Context: an optimization exercise on an open-source flow, tuned for small area, a short achievable clock period and few clock cycles per item. The choices shown serve that exercise and are no tape-out recipe. At most, simulation tests tie the RTL to the original design; equivalence was not proved. Power is estimated from default activity; no workload was simulated.

Setup of v2:
// pipelineCpu
module pipelineCpu (
	input  logic           CLK,
	input  logic           RST,
	output cpuPkg::wordT   imemAddr,
	input  cpuPkg::wordT   imemData,
	output cpuPkg::wordT   dmemAddr,
	output cpuPkg::wordT   dmemWData,
	output logic           dmemRead,
	output logic           dmemWrite,
	input  cpuPkg::wordT   dmemRData,
	output logic           wbValid,
	output cpuPkg::regIdxT wbReg,
	output cpuPkg::wordT   wbData
);
Size: ~14,000 um2 of cells after synthesis.
==> flow/config.mk <==
export PLATFORM = sky130hd
export DESIGN_NAME = pipelineCpu
export DESIGN_NICKNAME = pipelineCpu
export VERILOG_FILES = /design/flow/design.v
export SDC_FILE = /design/flow/constraint.sdc
export NUM_CORES = 4
export LEC_CHECK = 0
export ABC_AREA = 1
export CAP_MARGIN = 20
export CORE_MARGIN = 2
export CORE_UTILIZATION = 40
export CTS_BUF_LIST = sky130_fd_sc_hd__clkbuf_8
export CTS_CLUSTER_SIZE = 30
export SETUP_SLACK_MARGIN = 3.0
export SLEW_MARGIN = 20
export TNS_END_PERCENT = 25
==> flow/constraint.sdc <==
create_clock -name core_clock -period 6.2 [get_ports {CLK}]
set_input_delay 1.2400 -clock core_clock [delete_from_list [all_inputs] [get_ports {CLK}]]
set_output_delay 1.2400 -clock core_clock [all_outputs]
set_load 0.01 [all_outputs]
standard.sh (not shown) runs the stock make flow with config.mk's settings and CLKGATE_MAP_FILE= SYNTH_SCRIPT=/design/flow/synth_recipe.tcl, a recipe that flattens the netlist after the stock synthesis.
==> flow/flow/run.sh <==
#!/bin/bash
# standard layout, with port buffers of a small plain buffer cell
export BUFFER_PORTS_ARGS="-buffer_cell sky130_fd_sc_hd__buf_1"
export CTS_ARGS="-sink_clustering_enable -repair_clock_nets -buf_list sky130_fd_sc_hd__clkbuf_8 -sink_clustering_size 16 -sink_clustering_max_diameter 100 -dont_use_dummy_load"
bash standard.sh > standard.log 2>&1
Both conditions hold for v2: the flow ran to the end and the final layout passed the timing, design-rule and antenna checks.
Testbench counts of v2, summed over its fixed seeds: cycles 10,648, instrs 10,210.
Modified inputs, v48 compared to v2
- a change of SETUP_SLACK_MARGIN from 3.0 to 2.5
- a deleted ABC_AREA that had been 1
- an added ABC_CLOCK_PERIOD_IN_PS of 2500
- a deleted TNS_END_PERCENT that had been 25
==> flow/flow/run.sh <==
#!/bin/bash
# standard layout, with port buffers of a small plain buffer cell
export BUFFER_PORTS_ARGS="-buffer_cell sky130_fd_sc_hd__buf_1"
bash standard.sh > standard.log 2>&1
Notes after the runs:
- Against v2 as the reference, v48 delivers a lower post-layout instance area.
- v2 reports its beginning of the critical path as exSelB[0] while v48 reports exSelB[6].
- Delta (v48 minus v2): combined buffer and inverter count along the critical path fell 1; inverter count fell about 60%; share of the yosys chip area belonging to registers rose 1.7 points.
The inputs of v4 differ from those of v48 as listed below.
- SETUP_SLACK_MARGIN: 2.5 -> 3.5
- ABC_AREA: unset -> 1
- ABC_CLOCK_PERIOD_IN_PS: 2500 -> unset
==> flow/flow/run.sh <==
#!/bin/bash
# standard layout, with port buffers of a small plain buffer cell
export BUFFER_PORTS_ARGS="-buffer_cell sky130_fd_sc_hd__buf_1"
export CTS_ARGS="-sink_clustering_enable -repair_clock_nets -buf_list sky130_fd_sc_hd__clkbuf_8 -sink_clustering_size 16 -sink_clustering_max_diameter 100 -dont_use_dummy_load"
bash standard.sh > standard.log 2>&1
Notes after the runs:
- In v4, combinational power is higher than in v48.
- v4 ends up with lower global routing usage on met3 than v48 does.
- Number of multi-input combinational cells in the layout went up by more than a quarter going from v48 to v4.
- Per the comparison of v4 with v48, sequential cell count neither gained nor lost much, final worst setup slack picked up an extra 0.40 ns.
- Compared with v48, in v4 synthesized area grew by about 3.3%; non-clock buffer count grew by 83%; number of iterations in the first detailed-routing pass shrank by 2.
- Lower wire length of the first global-routing pass goes to v48 over v4.
- In v4 relative to v48, number of cells produced by synthesis had gone up by more than a quarter.
- v48: full flow OK, the timing, design-rule and antenna checks passed
- v4 ended with every stage complete and zero timing, DRC or antenna violations.
### v4 -> v10
- a change of CORE_UTILIZATION from 40 to 30
- a change of SETUP_SLACK_MARGIN from 3.5 to 3.0
==> comparison <==
Relative to v4, length in cells of the worst reg-to-reg path has increased by 5 in v10.
v10 can be clocked slower than v4.
registers as the group with the largest share of power was reported by v10, and combinational logic by v4.
Relative to v4, worst hold slack has increased by 0.013 ns in v10.
Run comparison: v10 standard cell with the maximum stage delay on the critical path sky130_fd_sc_hd__dfxtp_4; v4 standard cell with the maximum stage delay on the critical path sky130_fd_sc_hd__edfxtp_1
In v10 the clock power share turned out 1.9 points higher than in v4.
Across v10 and v4, the outcome is the same: a clean finish for every run.
Diff v10..v4 | count of clock-buffer cells in the layout | unchanged
Of v10 and v4, it is v10 that has the higher post-route fraction of the period consumed by the critical path.
Diff v4 -> v10: setup slack now sits lower; xor and xnor fraction of the mapped netlist area essentially unchanged; count of plain and timing-repair buffers in the layout lower.
The run showing the greater standard cell area after detailed placement is v10.
Relative to v10, the following input files were edited for v24:
- swapping 30 for 40 in CORE_UTILIZATION
- swapping 3.0 for 3.25 in SETUP_SLACK_MARGIN
Notes after the runs:
Delta (v24 minus v10): sequential cell count has remained practically unchanged; final wirelength has decreased. Looking at clock period minus final worst setup slack, v24 sits 0.095 ns lower than v10 does. v24 vs v10 on sequential share of layout area: v24 is the lower one.

---

== alpha ==
The RTL this note starts from:
==> flow/design.v <==
package cpuPkg;
	localparam int dataWidth = 16;
	localparam int regCount = 8;
	localparam int regIdxWidth = $clog2(regCount);
	typedef logic [dataWidth-1:0] wordT;
	typedef logic [regIdxWidth-1:0] regIdxT;
	localparam logic [4:0] opNop   = 5'd0;
	localparam logic [4:0] opAddu  = 5'd1;
	localparam logic [4:0] opSubu  = 5'd2;
	localparam logic [4:0] opAnd   = 5'd3;
	localparam logic [4:0] opOr    = 5'd4;
	localparam logic [4:0] opSlt   = 5'd5;
	localparam logic [4:0] opAddiu = 5'd6;
	localparam logic [4:0] opLi    = 5'd7;
	localparam logic [4:0] opLw    = 5'd8;
	localparam logic [4:0] opSw    = 5'd9;
	localparam logic [4:0] opBeqz  = 5'd10;
	localparam logic [4:0] opBnez  = 5'd11;
	localparam logic [4:0] opB     = 5'd12;
	localparam logic [4:0] opJr    = 5'd13;
endpackage
package pipePkg;
	typedef enum logic [2:0] {
		aluAdd   = 3'd0,
		aluSub   = 3'd1,
		aluAnd   = 3'd2,
		aluOr    = 3'd3,
		aluSlt   = 3'd4,
		aluPassB = 3'd5
	} aluOpT;
	typedef struct packed {
		aluOpT aluOp;
		logic  srcImm;
		logic  regWrite;
		logic  memRead;
		logic  memWrite;
		logic  branchZero;
		logic  branchNonZero;
		logic  jump;
		logic  jumpReg;
		logic  destIsRz;
		logic  destIsRy;
		logic  useRx;
	} ctrlT;
endpackage
module pipeReg #(
	parameter int width = 1
) (
	input  logic             CLK,
	input  logic             RST,
	input  logic [width-1:0] d,
	output logic [width-1:0] q
);
	always_ff @(posedge CLK or negedge RST)
	begin
		if (!RST)
			q <= '0;
		else
			q <= d;
	end
endmodule
module instrDecoder (
	input  cpuPkg::wordT  instr,
	output pipePkg::ctrlT ctrl,
	output cpuPkg::wordT  imm
);
	logic [4:0] op;
	assign op = instr[15:11];
	always_comb
	begin
		ctrl = '0;
		imm = {{8{instr[7]}}, instr[7:0]};
		ctrl.useRx = 1'b1;
		case (op)
			cpuPkg::opAddu,
			cpuPkg::opSubu,
			cpuPkg::opAnd,
			cpuPkg::opOr,
			cpuPkg::opSlt:
			begin
				ctrl.regWrite = 1'b1;
				ctrl.destIsRz = 1'b1;
				case (op)
					cpuPkg::opSubu: ctrl.aluOp = pipePkg::aluSub;
					cpuPkg::opAnd:  ctrl.aluOp = pipePkg::aluAnd;
					cpuPkg::opOr:   ctrl.aluOp = pipePkg::aluOr;
					cpuPkg::opSlt:  ctrl.aluOp = pipePkg::aluSlt;
					default:        ctrl.aluOp = pipePkg::aluAdd;
				endcase
			end
			cpuPkg::opAddiu:
			begin
				ctrl.regWrite = 1'b1;
				ctrl.srcImm = 1'b1;
			end
			cpuPkg::opLi:
			begin
				ctrl.aluOp = pipePkg::aluPassB;
				ctrl.useRx = 1'b0;
				ctrl.regWrite = 1'b1;
				ctrl.srcImm = 1'b1;
				imm = {8'h00, instr[7:0]};
			end
			cpuPkg::opLw:
			begin
				ctrl.regWrite = 1'b1;
				ctrl.memRead = 1'b1;
				ctrl.srcImm = 1'b1;
				ctrl.destIsRy = 1'b1;
				imm = {{11{instr[4]}}, instr[4:0]};
			end
			cpuPkg::opSw:
			begin
				ctrl.memWrite = 1'b1;
				ctrl.srcImm = 1'b1;
				imm = {{11{instr[4]}}, instr[4:0]};
			end
			cpuPkg::opBeqz: ctrl.branchZero = 1'b1;
			cpuPkg::opBnez: ctrl.branchNonZero = 1'b1;
			cpuPkg::opB:
			begin
				ctrl.jump = 1'b1;
				ctrl.useRx = 1'b0;
				imm = {{5{instr[10]}}, instr[10:0]};
			end
			cpuPkg::opJr: ctrl.jumpReg = 1'b1;
			default: ctrl.useRx = 1'b0;
		endcase
	end
endmodule
module regFile (
	input  logic           CLK,
	input  logic           RST,
	input  cpuPkg::regIdxT rdA,
	input  cpuPkg::regIdxT rdB,
	output cpuPkg::wordT   valA,
	output cpuPkg::wordT   valB,
	input  logic           we,
	input  cpuPkg::regIdxT wAddr,
	input  cpuPkg::wordT   wData
);
	cpuPkg::wordT regs [cpuPkg::regCount];
	always_ff @(posedge CLK or negedge RST)
	begin
		if (!RST)
			for (int i = 0; i < cpuPkg::regCount; i++)
				regs[i] <= '0;
		else if (we)
			regs[wAddr] <= wData;
	end
	assign valA = regs[rdA];
	assign valB = regs[rdB];
endmodule
module hazardUnit (
	input  cpuPkg::regIdxT rx,
	input  cpuPkg::regIdxT ry,
	input  logic           memWrites,
	input  cpuPkg::regIdxT memDest,
	output logic           fwdA,
	output logic           fwdB
);
	assign fwdA = memWrites && memDest == rx;
	assign fwdB = memWrites && memDest == ry;
endmodule
module executeStage (
	input  pipePkg::ctrlT ctrl,
	input  cpuPkg::wordT  imm,
	input  cpuPkg::wordT  opA,
	input  cpuPkg::wordT  opB,
	output cpuPkg::wordT  aluResult,
	output logic          condTaken
);
	cpuPkg::wordT aluB;
	assign aluB = ctrl.srcImm ? imm : opB;
	always_comb
	begin
		case (ctrl.aluOp)
			pipePkg::aluSub:   aluResult = opA - aluB;
			pipePkg::aluAnd:   aluResult = opA & aluB;
			pipePkg::aluOr:    aluResult = opA | aluB;
			pipePkg::aluSlt:   aluResult = ($signed(opA) < $signed(aluB)) ?
				cpuPkg::wordT'(1) : '0;
			pipePkg::aluPassB: aluResult = aluB;
			default:           aluResult = opA + aluB;
		endcase
	end
	assign condTaken = (opA == '0) ^ ctrl.branchNonZero;
endmodule
module pipelineCpu (
	input  logic           CLK,
	input  logic           RST,
	output cpuPkg::wordT   imemAddr,
	input  cpuPkg::wordT   imemData,
	output cpuPkg::wordT   dmemAddr,
	output cpuPkg::wordT   dmemWData,
	output logic           dmemRead,
	output logic           dmemWrite,
	input  cpuPkg::wordT   dmemRData,
	output logic           wbValid,
	output cpuPkg::regIdxT wbReg,
	output cpuPkg::wordT   wbData
);
	cpuPkg::wordT   pc;
	cpuPkg::wordT   nextPc;
	cpuPkg::wordT   seqPc;
	cpuPkg::wordT   targetPc;
	logic [4:0]     fOp;
	logic           fIsB;
	logic           fIsBr;
	logic           fPred;
	logic           irValid;
	cpuPkg::wordT   irInstr;
	cpuPkg::wordT   irAlt;
	logic           irPred;
	logic           irCheck;
	pipePkg::ctrlT  ctrl;
	cpuPkg::wordT   imm;
	cpuPkg::regIdxT rx;
	cpuPkg::regIdxT ry;
	cpuPkg::regIdxT dest;
	cpuPkg::wordT   valA;
	cpuPkg::wordT   valB;
	cpuPkg::wordT   opA;
	cpuPkg::wordT   opB;
	logic           fwdA;
	logic           fwdB;
	cpuPkg::wordT   aluResult;
	logic           condTaken;
	logic           redirect;
	cpuPkg::wordT   redirectPc;
	logic           stall;
	logic           exValid;
	logic           useRx;
	logic           useRy;
	cpuPkg::wordT   storeData;
	logic [2:0]     memFlags;
	logic           memRegWrite;
	logic           memRead;
	logic           memWrite;
	cpuPkg::regIdxT memDest;
	cpuPkg::wordT   memAlu;
	cpuPkg::wordT   memStore;
	cpuPkg::wordT   memResult;
	cpuPkg::regIdxT wbDest;
	cpuPkg::wordT   wbResult;
	assign imemAddr = pc;
	assign fOp = imemData[15:11];
	assign fIsB = fOp == cpuPkg::opB;
	assign fIsBr = fOp == cpuPkg::opBeqz || fOp == cpuPkg::opBnez;
	assign fPred = fIsB || (fIsBr && imemData[7]);
	assign seqPc = pc + 16'd1;
	assign targetPc = seqPc + (fIsB ? {{5{imemData[10]}}, imemData[10:0]} :
		{{8{imemData[7]}}, imemData[7:0]});
	assign nextPc = redirect ? redirectPc : (stall ? pc : (fPred ? targetPc : seqPc));
	always_ff @(posedge CLK or negedge RST)
	begin
		if (!RST)
			pc <= '0;
		else
			pc <= nextPc;
	end
	pipeReg #(.width(1)) irValidReg (.CLK(CLK), .RST(RST), .d(!redirect && (irValid || !stall)),
		.q(irValid));
	always_ff @(posedge CLK)
	if (!stall)
	begin
		irInstr <= imemData;
		irAlt <= fPred ? seqPc : targetPc;
		irPred <= fPred;
		irCheck <= fIsBr && imemData[7:0] != 8'd0;
	end
	assign rx = irInstr[10:8];
	assign ry = irInstr[7:5];
	instrDecoder decoder (.instr(irInstr), .ctrl(ctrl), .imm(imm));
	assign dest = ctrl.destIsRz ? irInstr[4:2] : (ctrl.destIsRy ? ry : rx);
	regFile regs (.CLK(CLK), .RST(RST), .rdA(rx), .rdB(ry), .valA(valA), .valB(valB),
		.we(memRegWrite), .wAddr(memDest), .wData(memResult));
	hazardUnit hazard (.rx(rx), .ry(ry), .memWrites(memRegWrite), .memDest(memDest),
		.fwdA(fwdA), .fwdB(fwdB));
	assign useRx = ctrl.useRx;
	assign useRy = ctrl.destIsRz;
	assign stall = irValid && memRead && ((useRx && fwdA) || (useRy && fwdB));
	assign exValid = irValid && !stall;
	assign opA = fwdA ? memAlu : valA;
	assign opB = fwdB ? memAlu : valB;
	assign storeData = fwdB ? memResult : valB;
	executeStage execute (.ctrl(ctrl), .imm(imm), .opA(opA), .opB(opB),
		.aluResult(aluResult), .condTaken(condTaken));
	assign redirect = exValid && (ctrl.jumpReg || (irCheck && condTaken != irPred));
	assign redirectPc = ctrl.jumpReg ? opA : irAlt;
	pipeReg #(.width(3)) memFlagReg (.CLK(CLK), .RST(RST),
		.d({exValid && ctrl.regWrite, exValid && ctrl.memRead, exValid && ctrl.memWrite}),
		.q(memFlags));
	assign {memRegWrite, memRead, memWrite} = memFlags;
	always_ff @(posedge CLK)
	begin
		memDest <= dest;
		memAlu <= aluResult;
		memStore <= storeData;
	end
	assign dmemAddr = memAlu;
	assign dmemWData = memStore;
	assign dmemRead = memRead;
	assign dmemWrite = memWrite;
	assign memResult = memRead ? dmemRData : memAlu;
	pipeReg #(.width(1)) wbFlagReg (.CLK(CLK), .RST(RST), .d(memRegWrite), .q(wbValid));
	always_ff @(posedge CLK)
	begin
		wbDest <= memDest;
		wbResult <= memResult;
	end
	assign wbReg = wbDest;
	assign wbData = wbResult;
endmodule
Settings: LEC_CHECK=0, ABC_CLOCK_PERIOD_IN_PS=3500, CAP_MARGIN=20, CORE_MARGIN=2, CORE_UTILIZATION=40, SETUP_SLACK_MARGIN=2.8, SLEW_MARGIN=20; clock period 6.2 ns.
run.sh (not shown) runs the stock make flow with config.mk's settings and CLKGATE_MAP_FILE= SYNTH_SCRIPT=/design/flow/synth_recipe.tcl, a recipe that flattens the netlist after the stock synthesis.
Stock flow here: none of the scripts above is used.
Looking at the reports, alpha completed the entire flow and the layout it produced met the timing, design-rule and antenna checks.
Edits applied to the flow inputs when going from alpha to beta:
# alpha
export LEC_CHECK = 0
export ABC_CLOCK_PERIOD_IN_PS = 3500
export CAP_MARGIN = 20
export CORE_MARGIN = 2
export CORE_UTILIZATION = 40
export SETUP_SLACK_MARGIN = 2.8
export SLEW_MARGIN = 20
create_clock -name core_clock -period 6.2 [get_ports {CLK}]
# beta
export LEC_CHECK = 0
export ABC_CLOCK_PERIOD_IN_PS = 3500
export CAP_MARGIN = 20
export CORE_MARGIN = 2
export CORE_UTILIZATION = 40
export SETUP_SLACK_MARGIN = 2.0
export SLEW_MARGIN = 20
create_clock -name core_clock -period 6.2 [get_ports {CLK}]
### Flow results
- beta closes out successfully: all stages finished, all timing, DRC and antenna checks passed.
- The run showing the smaller wire length of the first global-routing pass is beta.
- Cmp alpha and beta / post-cts sizing count / lower: beta
- [compare] base=alpha new=beta: non-clock buffer count went down; fraction of area in registers went up.
No functional check of the RTL was part of any run of this note.

-- re-timing with driven ports --
Ports are ideal in the flow. The routed layouts listed here were re-timed in OpenROAD.
Step 1, drivers: a clkbuf_16 drives CLK and a buf_2 each remaining input, both assumed.
Step 2, shift: input delay + t, output delay - t, t = (earliest + latest rising clock arrival at the registers) / 2. This alone moves slack from input paths to output paths.
a / b / c = no drivers / after step 1 / after step 2; a / b = the first two.
run | t (ns) | setup WS [ns] | slew at the worst register clock pin (ns) | worst slew at a driven data input, ns
v2 | 0.581 | 3.046 / 3.046 / 2.591 | 0.12 / 0.12 | 0.04
v48 | 0.624 | 2.662 / 2.662 / 2.084 | 0.07 / 0.07 | 0.04
v4 | 0.586 | 3.057 / 3.057 / 2.680 | 0.11 / 0.11 | 0.04
v10 | 0.584 | 3.038 / 3.038 / 2.573 | 0.12 / 0.12 | 0.04
v24 | 0.591 | 3.133 / 3.133 / 2.563 | 0.11 / 0.11 | 0.05
alpha | 0.613 | 2.059 / 2.059 / 2.059 | 0.07 / 0.07 | 0.05
beta | 0.613 | 1.998 / 1.998 / 1.627 | 0.07 / 0.07 | 0.04
After both steps every run listed still meets setup and hold. For v48, which loses most, drivers alone change the setup slack by 0.000 ns; drivers and shift together by -0.578 ns.
